Background: an optimization exercise with open tools, aiming at small area, a short achievable clock period and few clock cycles per item. Do not read the settings as production practice. RTL that was checked went through simulation tests only; none was proved equivalent to the original.

== build 77 ==
Design battery_compensated_angle_from_adc, start of the top module:
module battery_compensated_angle_from_adc (
    input  wire logic                  clk,
    input  wire logic                  rst_n,
    input  wire logic                  in_valid,
    output logic                       in_ready,
    input  wire logic [7:0]            in_code_byte0,
    input  wire logic [7:0]            in_code_byte1,
    input  wire logic [7:0]            in_code_byte2,
    input  wire logic [bcaa_pkg::BATT_W-1:0]     in_battery_count,
    input  wire logic                  in_zero_request,
    input  wire logic                  cfg_valid,
    output logic                       cfg_ready,
    input  wire logic [bcaa_pkg::CFG_IDX_W-1:0]  cfg_index,
    input  wire logic [bcaa_pkg::CFG_DATA_W-1:0] cfg_data,
    output logic                       out_valid,
    input  wire logic                  out_ready,
    output logic      [bcaa_pkg::ANGLE_W-1:0]    out_angle_q8,
    output logic                       out_denominator_fault,
    output logic                       out_offset_taken
);
For scale: roughly 380 flip-flops, ~72 I/O pins, ~0.031 mm2 of cells after synthesis.
Settings: LEC_CHECK=0, CAP_MARGIN=20, CORE_MARGIN=2, CORE_UTILIZATION=40, SETUP_SLACK_MARGIN=3.5, SLEW_MARGIN=20; clock period 7.5 ns.
run.sh (not shown) runs the stock make flow with config.mk's settings and CLKGATE_MAP_FILE= SYNTH_SCRIPT=/design/flow/synth_recipe.tcl, a recipe that flattens the netlist after the stock synthesis.
Testbench counts of build 77, summed over its fixed seeds: cycles 7,320, items 1,600.
Changes in build 34 relative to build 77:
- a change of SETUP_SLACK_MARGIN from 3.5 to 3.75
### Flow results
- The higher worst-path maximum fanout came out of build 34.
- Build 34 vs build 77, critical path endpoint: facc[24] vs facc[30]
- Diff build 77 and build 34: first-iteration DRC count lower in build 34
- Synthesized area: build 77 vs build 34 — no meaningful difference
- [build 34] final critical-path share of the clock period fell 0.58 points relative to build 77
- Compared with build 77, in build 34 design area went up; path depth of the worst reg2reg path up 1; final wirelength has increased; met3 global-route usage decreased 0.33 points.
The following lists how build 39 was set up differently from build 34:
- a change of SETUP_SLACK_MARGIN from 3.75 to 3.5
- a change of CORE_UTILIZATION from 40 to 55
Results
When the final numbers for build 34 and build 39 were put side by side, the core utilization turned out to be greater in build 39. Per the comparison of build 39 with build 34, routed via count about even, global-route usage saw an increase, fraction of area in registers went up 1.6 points.

========
battery_compensated_angle_from_adc, a different RTL version from the one above (not shown whole).
For scale: ~240 flip-flops, roughly 0.018 mm^2 of cells after synthesis.
// battery_compensated_angle_from_adc
module battery_compensated_angle_from_adc (
    input  wire logic                  clk,
    input  wire logic                  rst_n,
    input  wire logic                  in_valid,
    output logic                       in_ready,
    input  wire logic [7:0]            in_code_byte0,
    input  wire logic [7:0]            in_code_byte1,
    input  wire logic [7:0]            in_code_byte2,
    input  wire logic [bcaa_pkg::BATT_W-1:0]     in_battery_count,
    input  wire logic                  in_zero_request,
    input  wire logic                  cfg_valid,
    output logic                       cfg_ready,
    input  wire logic [bcaa_pkg::CFG_IDX_W-1:0]  cfg_index,
    input  wire logic [bcaa_pkg::CFG_DATA_W-1:0] cfg_data,
    output logic                       out_valid,
    input  wire logic                  out_ready,
    output logic      [bcaa_pkg::ANGLE_W-1:0]    out_angle_q8,
    output logic                       out_denominator_fault,
    output logic                       out_offset_taken
);
export LEC_CHECK = 0
export CAP_MARGIN = 20
export CORE_MARGIN = 2
export CORE_UTILIZATION = 40
export SETUP_SLACK_MARGIN = 3.0
export SLEW_MARGIN = 20
create_clock -name core_clock -period 7.5 [get_ports {clk}]
Change:
--- a/flow/config.mk
+++ b/flow/config.mk
@@ -11 +11 @@
-export SETUP_SLACK_MARGIN = 3.0
+export SETUP_SLACK_MARGIN = 3.5
Outcome:
- worst setup slack is better by 0.027 ns
- via count hardly moves
- area after synthesis stays the same
- critical path depth falls by 2
- routed wire length rises slightly
- clock skew hardly moves
Function was not checked in any run of this note: the RTL went through the layout flow alone.

========
## JK
Another version of the RTL of battery_compensated_angle_from_adc (not shown whole).
Size: ~240 flip-flops, about 72 I/O pins, ~19,000 sq um of cells after synthesis.
==> flow/config.mk <==
export PLATFORM = sky130hd
export DESIGN_NAME = battery_compensated_angle_from_adc
export DESIGN_NICKNAME = battery_compensated_angle_from_adc
export VERILOG_FILES = /design/flow/design.v
export SDC_FILE = /design/flow/constraint.sdc
export NUM_CORES = 4
export LEC_CHECK = 0
export CAP_MARGIN = 20
export CORE_MARGIN = 2
export CORE_UTILIZATION = 40
export SETUP_SLACK_MARGIN = 3.75
export SLEW_MARGIN = 20
==> flow/constraint.sdc <==
create_clock -name core_clock -period 7.5 [get_ports {clk}]
set_input_delay 1.5000 -clock core_clock [delete_from_list [all_inputs] [get_ports {clk}]]
set_output_delay 1.5000 -clock core_clock [all_outputs]
set_load 0.01 [all_outputs]
### JK -> MS
Settings: CORE_UTILIZATION changed from 40 to 60.
## What came out
Taking JK as the reference point, the relative slew slack of MS rises by 17 points.
Diff MS..JK | synthesized cell count | unchanged
The worst-path cell with the longest stage delay comes out fa_1 in one run and edfxtp_1 in the other, namely in JK and MS respectively.
When MS is set beside JK, its worst hold slack turns out to be 3.5 ps larger.
| endpoint arrival time on the critical path | MS vs JK | 30 ps higher |
Relative to JK, the effective utilization at floorplan of MS is higher by 21 points.
Changes in AL relative to MS:
Settings: swapping 3.75 for 4.0 in SETUP_SLACK_MARGIN.
Diff AL..MS | die boundary height | unchanged
Taking MS as the reference, in AL critical path depth +1.
From AL to MS, final antenna diode count did not move at all.
Each of the runs, namely MS and AL, reached the end of the flow and came out clean.
Modified inputs, TR compared to AL
Settings: swapping 4.0 for 3.5 in SETUP_SLACK_MARGIN.
### Flow results
In the reports for AL and TR, the larger number of filler cells placed in the layout belongs to TR.
As far as delay contributed by the slowest stage of the critical path is concerned, TR and AL perform about the same.
Side by side, post-layout instance area turned out lower in TR than in AL.
Worst endpoint data arrival time, AL and TR: lower on AL
Summary of TR over AL: filler-free cell count of the finished design shows a reduction of 81; final critical-path setup slack moved down; register area shows no meaningful change; wire length of the first global-routing pass lower; first-pass iteration count of the detailed router now larger.
Here is what was changed in the inputs of PW compared with TR.
Settings: a change of CORE_UTILIZATION from 60 to 40.
==> notes.md <==
From TR to PW the numbers moved as follows: quantity of gates resized following cts moved down, worst setup slack level. Finished layout cell area, PW and TR: smaller value in TR. Re routed length on met1: PW is 1.7 mm up on TR. Post-synthesis compound-gate area fraction came out exactly the same in PW and TR. PW | status: complete | timing, DRC, antenna: pass.
No functional check of the RTL was part of any run of this note.

========
## lane 1
The RTL this note starts from:
==> flow/design.v <==
`default_nettype none
package bcaa_pkg;
    localparam int BATT_W     = 10;
    localparam int ANGLE_W    = 16;
    localparam int CFG_IDX_W  = 1;
    localparam int CFG_DATA_W = 10;
endpackage
`default_nettype wire
`default_nettype none
module battery_compensated_angle_from_adc (
    input  wire logic                  clk,
    input  wire logic                  rst_n,
    input  wire logic                  in_valid,
    output logic                       in_ready,
    input  wire logic [7:0]            in_code_byte0,
    input  wire logic [7:0]            in_code_byte1,
    input  wire logic [7:0]            in_code_byte2,
    input  wire logic [bcaa_pkg::BATT_W-1:0]     in_battery_count,
    input  wire logic                  in_zero_request,
    input  wire logic                  cfg_valid,
    output logic                       cfg_ready,
    input  wire logic [bcaa_pkg::CFG_IDX_W-1:0]  cfg_index,
    input  wire logic [bcaa_pkg::CFG_DATA_W-1:0] cfg_data,
    output logic                       out_valid,
    input  wire logic                  out_ready,
    output logic      [bcaa_pkg::ANGLE_W-1:0]    out_angle_q8,
    output logic                       out_denominator_fault,
    output logic                       out_offset_taken
);
    localparam int K    = 2;                  
    localparam int NC   = (18 + K - 1) / K;   
    localparam int NOPS = K * NC + 1;         
    localparam int CW   = $clog2(NC + 1);
    logic [1:0] mode_reg;
    logic [9:0] knee_reg;
    assign cfg_ready = 1'b1;
    always_ff @(posedge clk or negedge rst_n)
        if (!rst_n) begin
            mode_reg <= 2'd2;
            knee_reg <= 10'd796;
        end else if (cfg_valid) begin
            if (cfg_index == 1'b0) mode_reg <= cfg_data[1:0];
            else                   knee_reg <= cfg_data;
        end
    localparam logic [2:0] F_ACC = 3'd0, F_ABS = 3'd1, F_U = 3'd2, F_X15 = 3'd3, F_X225 = 3'd4,
                           F_RDY = 3'd5;
    logic [2:0]  fstate;
    logic [1:0]  fpos;
    logic [29:0] facc;        
    logic [18:0] fden;        
    logic        fge;         
    logic        flo;         
    logic        fzreq;
    logic        fneg;        
    logic        ftneg;       
    logic        handoff;
    logic [29:0] code_ext;
    logic        s_neg;
    logic        m_ge;
    logic [29:0] alu_x;
    logic [29:0] alu_y;
    logic        alu_c;
    logic [29:0] alu_r;
    logic [22:0] mag;
    logic [22:0] m_val;
    logic [21:0] u_sat;
    always_comb begin
        if (mode_reg == 2'd3)
            code_ext = {{6{in_code_byte0[7]}}, in_code_byte0, in_code_byte1, in_code_byte2};
        else
            code_ext = {{14{in_code_byte0[7]}}, in_code_byte0, in_code_byte1};
        s_neg = facc[25] & ~(&facc[25:1]);
        m_ge  = (|facc[22:13]) | (facc[12] & (facc[11] | facc[10]));
        alu_x = facc;
        alu_y = code_ext;
        alu_c = 1'b0;
        case (fstate)
            F_ACC: begin
                if (fpos == 2'd0) alu_x = '0;
            end
            F_ABS: begin                        
                alu_x = s_neg ? ~facc : facc;
                alu_y = s_neg ? 30'h3FFFFFFF : 30'd2;
            end
            F_U: begin                          
                alu_x = (!fneg && !m_ge) ? ~facc : facc;
                alu_y = fneg ? 30'd5120 : (m_ge ? -30'sd5120 : 30'd5121);
            end
            default: begin                      
                alu_x = facc << 4;
                alu_y = ~facc;
                alu_c = 1'b1;
            end
        endcase
        alu_r = alu_x + alu_y + 30'(alu_c);
        mag = alu_r[24:2];
        case (mode_reg)
            2'd3:    m_val = mag;
            2'd2:    m_val = {mag[20:0], 2'b0};
            2'd1:    m_val = {mag[18:0], 4'b0};
            default: m_val = {mag[16:0], 6'b0};
        endcase
        u_sat = (|alu_r[23:22]) ? 22'h3FFFFF : alu_r[21:0];
    end
    assign in_ready = (fstate == F_ACC);
    always_ff @(posedge clk or negedge rst_n)
        if (!rst_n) begin
            fstate <= F_ACC;
            fpos   <= 2'd0;
        end else begin
            case (fstate)
                F_ACC: if (in_valid) begin
                    fpos <= fpos + 2'd1;
                    if (fpos == 2'd3) fstate <= F_ABS;
                end
                F_ABS:  fstate <= F_U;
                F_U:    fstate <= F_X15;
                F_X15:  fstate <= F_X225;
                F_X225: fstate <= F_RDY;
                default: if (handoff) fstate <= F_ACC;
            endcase
        end
    always_ff @(posedge clk) begin
        case (fstate)
            F_ACC: if (in_valid) begin
                facc  <= alu_r;
                fzreq <= in_zero_request;
                if (fpos == 2'd0) begin
                    fden <= 19'(in_battery_count);
                    fge  <= (in_battery_count >= knee_reg);
                    flo  <= (in_battery_count < 10'd59);
                end
            end
            F_ABS: begin
                facc <= 30'(m_val);
                fneg <= s_neg;
                fden <= (19'(fden[9:0]) << 9) - (19'(fden[9:0]) << 7) - 19'(fden[9:0]);
            end
            F_U: begin
                facc  <= 30'(u_sat);
                ftneg <= fneg | ~m_ge;
            end
            F_X15, F_X225: facc <= alu_r;
            default: ;
        endcase
    end
    logic          dbusy;
    logic [CW-1:0] dcnt;
    logic [23:0]   drem;
    logic [NOPS-1:0] dquo;     
    logic [23:0]   dden;
    logic          dsgn;
    logic          dzreq;
    logic          dfault;
    logic          out_valid_reg;
    logic          out_free;
    logic          dfinal;
    logic          dcan_load;
    logic [23:0]   den_calc;
    assign out_free  = !out_valid_reg || out_ready;
    assign dfinal    = dbusy && (dcnt == CW'(NC));
    assign dcan_load = !dbusy || (dfinal && out_free);
    assign handoff   = (fstate == F_RDY) && dcan_load;
    always_comb
        den_calc = fge ? 24'd9420800 : 24'((24'(fden) << 5) + 24'(fden) - 24'd737280);
    logic [23:0]     rs [0:K];
    logic [NOPS-1:0] qs [0:K];
    always_comb begin
        rs[0] = drem;
        qs[0] = dquo;
        for (int i = 0; i < K; i++) begin
            logic [24:0] t;
            logic [25:0] d;
            t = {rs[i], qs[i][NOPS-1]};
            d = {1'b0, t} - {2'b0, dden};
            if (!d[25]) begin
                rs[i+1] = d[23:0];
                qs[i+1] = {qs[i][NOPS-2:0], 1'b1};
            end else begin
                rs[i+1] = t[23:0];
                qs[i+1] = {qs[i][NOPS-2:0], 1'b0};
            end
        end
    end
    logic [NOPS-1:0] q_all;
    logic [17:0]     q_sat;
    always_comb begin
        q_all = qs[1];
        q_sat = (|q_all[NOPS-1:18]) ? 18'h3FFFF : q_all[17:0];
    end
    logic [17:0]  oq;
    logic         osgn;
    logic         ofault;
    logic         otaken;
    logic         ofs_pos;
    logic [17:0]  ofs_mag;
    always_ff @(posedge clk or negedge rst_n)
        if (!rst_n) begin
            dbusy         <= 1'b0;
            dcnt          <= '0;
            out_valid_reg <= 1'b0;
            ofs_pos       <= 1'b1;
            ofs_mag       <= '0;
        end else begin
            if (handoff) begin
                dbusy <= 1'b1;
                dcnt  <= '0;
            end else if (dfinal) begin
                if (out_free) dbusy <= 1'b0;
            end else if (dbusy) begin
                dcnt <= dcnt + 1'b1;
            end
            if (out_valid_reg && out_ready && otaken) begin
                ofs_pos <= osgn;
                if (osgn)
                    ofs_mag <= oq[17] ? 18'd131071 : oq;
                else
                    ofs_mag <= (oq[17] && (|oq[16:0])) ? 18'd131072 : oq;
            end
            if (dfinal && out_free)
                out_valid_reg <= 1'b1;
            else if (out_ready)
                out_valid_reg <= 1'b0;
        end
    always_ff @(posedge clk) begin
        if (handoff) begin
            drem   <= facc[29:6];
            dquo   <= {facc[5:0], 13'b0};
            dden   <= den_calc;
            dsgn   <= ftneg;
            dzreq  <= fzreq;
            dfault <= !fge && flo;
        end else if (dbusy && !dfinal) begin
            drem <= rs[K];
            dquo <= qs[K];
        end
        if (dfinal && out_free) begin
            oq     <= q_sat;
            osgn   <= dsgn;
            ofault <= dfault;
            otaken <= !dfault && dzreq;
        end
    end
    logic [20:0] ang_s;
    logic [19:0] ang;
    always_comb begin
        ang_s = {{2'b0, ofs_mag} ^ {20{~ofs_pos}}, 1'b1} + {{2'b0, oq} ^ {20{osgn}}, (~ofs_pos | osgn)};
        ang   = ang_s[20:1];
        if (ofault || (!ofs_pos && osgn) || ang[19])
            out_angle_q8 = 16'd0;
        else if (|ang[18:16])
            out_angle_q8 = 16'hFFFF;
        else
            out_angle_q8 = ang[15:0];
    end
    assign out_valid             = out_valid_reg;
    assign out_denominator_fault = ofault;
    assign out_offset_taken      = otaken;
endmodule
`default_nettype wire
==> flow/config.mk <==
export PLATFORM = sky130hd
export DESIGN_NAME = battery_compensated_angle_from_adc
export DESIGN_NICKNAME = battery_compensated_angle_from_adc
export VERILOG_FILES = /design/flow/design.v
export SDC_FILE = /design/flow/constraint.sdc
export NUM_CORES = 4
export LEC_CHECK = 0
export CAP_MARGIN = 20
export CORE_MARGIN = 2
export CORE_UTILIZATION = 40
export SETUP_SLACK_MARGIN = 2
export SLEW_MARGIN = 20
==> flow/constraint.sdc <==
create_clock -name core_clock -period 7.5 [get_ports {clk}]
set_input_delay 1.5000 -clock core_clock [delete_from_list [all_inputs] [get_ports {clk}]]
set_output_delay 1.5000 -clock core_clock [all_outputs]
set_load 0.01 [all_outputs]
Lane 1 reached the end of the flow, and the finished layout is clean on the timing, design-rule and antenna checks.
Testbench counts of lane 1, summed over its fixed seeds: cycles 16,080, items 1,600.
--- input diff lane 1..lane 2 ---
# lane 1
export LEC_CHECK = 0
export CAP_MARGIN = 20
export CORE_MARGIN = 2
export CORE_UTILIZATION = 40
export SETUP_SLACK_MARGIN = 2
export SLEW_MARGIN = 20
create_clock -name core_clock -period 7.5 [get_ports {clk}]
# lane 2
export LEC_CHECK = 0
export CAP_MARGIN = 20
export CORE_MARGIN = 2
export CORE_UTILIZATION = 40
export SLEW_MARGIN = 20
create_clock -name core_clock -period 7.5 [get_ports {clk}]
--- outcome ---
- Relative to lane 1, number of cells on the worst reg-to-reg path increased by 5.0% in lane 2.
- On lane 2: number of global-route vias before repair is 117 lower than what lane 1 gave.
- Lane 1 -> lane 2: final area decreased by a few percent
- Lane 2 does worse than lane 1 on setup slack.

==> re-timing with driven ports <==
Ports are ideal in the flow. The routed layouts listed here were re-timed in OpenROAD.
Step 1: set_driving_cell puts a clkbuf_16 on clk and a buf_2 on each other input, an assumption about the parent block.
Step 2 adds t to the input delays and takes it off the output delays; t is the mean of the earliest and latest rising clock arrival at the registers after step 1. Input paths then give back, and output paths get back, about the clock's delay inside the block.
Slacks: no drivers / after step 1 / after step 2; pairs: no drivers / after step 1.
run | t, ns | setup slack, ns | worst slew at a driven data input, ns
build 77 | 0.653 | 3.491 / 3.491 / 3.301 | 0.05
build 34 | 0.659 | 3.534 / 3.534 / 3.420 | 0.06
build 39 | 0.657 | 3.407 / 3.407 / 3.264 | 0.04
the first run of note 2 | 0.634 | 2.666 / 2.666 / 2.666 | 0.06
the second run of note 2 | 0.615 | 2.693 / 2.693 / 2.693 | 0.05
JK | 0.631 | 3.866 / 3.866 / 3.366 | 0.06
MS | 0.613 | 3.788 / 3.788 / 3.528 | 0.04
AL | 0.618 | 3.999 / 3.999 / 3.695 | 0.04
TR | 0.605 | 3.665 / 3.665 / 3.376 | 0.05
PW | 0.623 | 3.664 / 3.664 / 3.309 | 0.06
lane 1 | 0.495 | 2.114 / 2.062 / 1.783 | 0.07
lane 2 | 0.495 | 1.085 / 1.034 / 1.530 | 0.07
After both steps setup and hold are still met in every run listed. The setup slack of JK, which loses most, moves by 0.000 ns with the drivers and by -0.500 ns with both steps.
